Background: an optimization exercise with open tools, aiming at small area, a short achievable clock period and few clock cycles per item. Do not read the settings as production practice. Only simulation tests tie the RTL to the original design; equivalence was not proved. No activity file was given, so power comes from the tool's default toggle rates.

==> flow/design.v (excerpt) <==
module channel_subscriber_hash_table_top #(
    parameter int TABLE_SLOTS      = cshash_pkg::TableSlotsDefault,
    parameter int SUBSCRIBER_SLOTS = cshash_pkg::SubscriberSlotsDefault
) (
    input  logic        clk,
    input  logic        rst_n,
    input  logic        s_axis_tvalid,
    output logic        s_axis_tready,
    input  logic [71:0] s_axis_tdata,
    output logic        m_axis_tvalid,
    input  logic        m_axis_tready,
    output logic [55:0] m_axis_tdata,
    output logic        m_axis_tlast
);
    localparam int N = 32;
    localparam int S = 8;
    logic [N-1:0] used_q;
    logic [N-1:0] del_q;
    logic [15:0]  chan_q [N];
    logic [31:0]  hand_q [N];
    logic [3:0]   cnt_q  [N];
    logic [15:0]  id_q   [N][S];
    logic [66:0]  f0, f1;
    logic         f0_v, f1_v;
    logic         s_rdy_q;
    logic         push, f_pop;
    logic [15:0]  f_chan;
    logic         p_v;
    logic [2:0]   p_act;
    logic         p_ins;
    logic [15:0]  p_chan;
    logic [31:0]  p_hand;
    logic [15:0]  p_sub;
    logic [N-1:0] p_cheq;
    logic         p_take;
    logic         b_v;
    logic [15:0]  b_chan;
    logic [31:0]  b_hand;
    logic [15:0]  b_sub;
    logic [N-1:0] b_first, b_second;
    logic [N-1:0] b_hit;
    logic         b_any1, b_any2;
    logic         b_first_found, b_second_found;
    logic         b_ins, b_add, b_del, b_ntf, b_act_ok;
    logic [N-1:0] u_sel;
    logic         c_u, c_s;
    logic         b_take, b_proc;
    logic         nt_active;
    logic [2:0]   nt_pos;
    logic [3:0]   nt_cnt;
  ...
Size: roughly 15000 cells after synthesis, about 6400 flip-flops, about 250000 um2 of cells after synthesis.
Settings: LEC_CHECK=0, CAP_MARGIN=20, CORE_MARGIN=2, CORE_UTILIZATION=25, PLACE_DENSITY=0.3, SETUP_SLACK_MARGIN=4.5, SLEW_MARGIN=20, TNS_END_PERCENT=20; clock period 8.0 ns.
standard.sh (not shown) runs the stock make flow with config.mk's settings and CLKGATE_MAP_FILE= SYNTH_SCRIPT=/design/flow/synth_recipe.tcl, a recipe that flattens the netlist after the stock synthesis.
==> flow/flow/run.sh <==
#!/bin/bash
# the standard layout, with a global-routing layer adjustment of its own (flow/fastroute.tcl)
set -o pipefail
here=$(pwd)
bash standard.sh FASTROUTE_TCL="$here/flow/fastroute.tcl" finish > "$here/flow_standard.log" 2>&1
==> flow/flow/fastroute.tcl <==
# global routing capacity: keep more of met1/met2 free for pin access and let the
# underused upper layers take the long nets
set_global_routing_layer_adjustment met1 0.55
set_global_routing_layer_adjustment met2 0.35
set_global_routing_layer_adjustment met3 0.2
set_global_routing_layer_adjustment met4 0.2
set_global_routing_layer_adjustment met5 0.2

set_routing_layers -clock $::env(MIN_CLK_ROUTING_LAYER)-$::env(MAX_ROUTING_LAYER)
set_routing_layers -signal $::env(MIN_ROUTING_LAYER)-$::env(MAX_ROUTING_LAYER)
The baseline produced a layout that fails on max-capacitance violations, max-slew violations.
Testbench counts at the start, summed over its fixed seeds: cycles 4,126, items 4,000.
==> next run, changes <==
Settings changed: SETUP_SLACK_MARGIN 4.5 to 4.0, TNS_END_PERCENT 20 to 10.
Outcome: Now the flow completed without violations. Non-clock buffer count shrinks by 671. Via count shrinks by 3.1%. Wire length shrinks by 6.8%. Area after synthesis does not change. Clock-buffer cell count stays the same. Clock power stays flat. Combinational power shrinks by 14%. Total power shrinks by 3.5%. Worst setup slack hardly moves.


Starting RTL as in the previous note.
Settings: LEC_CHECK=0, CAP_MARGIN=20, CORE_MARGIN=2, CORE_UTILIZATION=30, PLACE_DENSITY=0.35, SETUP_SLACK_MARGIN=4.3, SLEW_MARGIN=20, TNS_END_PERCENT=15; clock period 8.0 ns.
Scripts as last shown in full above: flow/flow/run.sh, flow/flow/fastroute.tcl
The baseline completed, yet does not pass: capacitance limit, slew limit.
Testbench counts at the start, summed over its fixed seeds: cycles 4,126, items 4,000.
==> next run, changes <==
--- a/flow/flow/fastroute.tcl
+++ b/flow/flow/fastroute.tcl
@@ -3,2 +3,2 @@
-set_global_routing_layer_adjustment met1 0.55
-set_global_routing_layer_adjustment met2 0.35
+set_global_routing_layer_adjustment met1 0.6
+set_global_routing_layer_adjustment met2 0.4
Settings changed: CORE_UTILIZATION 30 to 16, PLACE_DENSITY 0.35 to 0.22, SETUP_SLACK_MARGIN 4.3 to 3.5, TNS_END_PERCENT 15 to 10.
Result:
- This time the run went through all stages and came out clean
- final area went up slightly
- utilization went down by 17 points
- die area went up by well over a third
- worst setup slack got worse by 370 ps
- hold slack got worse by 130 ps

port drivers added, routing unchanged:
In the flow no input, the clock included, has a driving cell. The finished layouts below were timed again as built, in two steps.
Step 1 (the two cells are an assumption about what drives the block):
set clk [get_ports {clk}]
set_driving_cell -lib_cell sky130_fd_sc_hd__clkbuf_16 $clk
set_driving_cell -lib_cell sky130_fd_sc_hd__buf_2 [delete_from_list [all_inputs] $clk]
Step 2 moves the port delays by t, midway between the first and last clock arrival at a register: inputs arrive t later, outputs are due t later. That takes back most of the time a late clock gives input paths.
Slacks: no drivers / after step 1 / after step 2; pairs: no drivers / after step 1.
run | t (ns) | setup slack, ns | worst register clock-pin slew, ns
the first run of note 1 | 1.244 | 3.784 / 3.784 / 3.223 | 0.07 / 0.07
the second run of note 1 | 1.260 | 3.785 / 3.785 / 2.718 | 0.07 / 0.07
the first run of note 2 | 1.296 | 3.741 / 3.741 / 2.785 | 0.07 / 0.07
the second run of note 2 | 1.350 | 3.376 / 3.376 / 2.397 | 0.07 / 0.07
The setup slack of the second run of note 1, which loses most, moves by 0.000 ns with the drivers and by -1.067 ns with both steps.
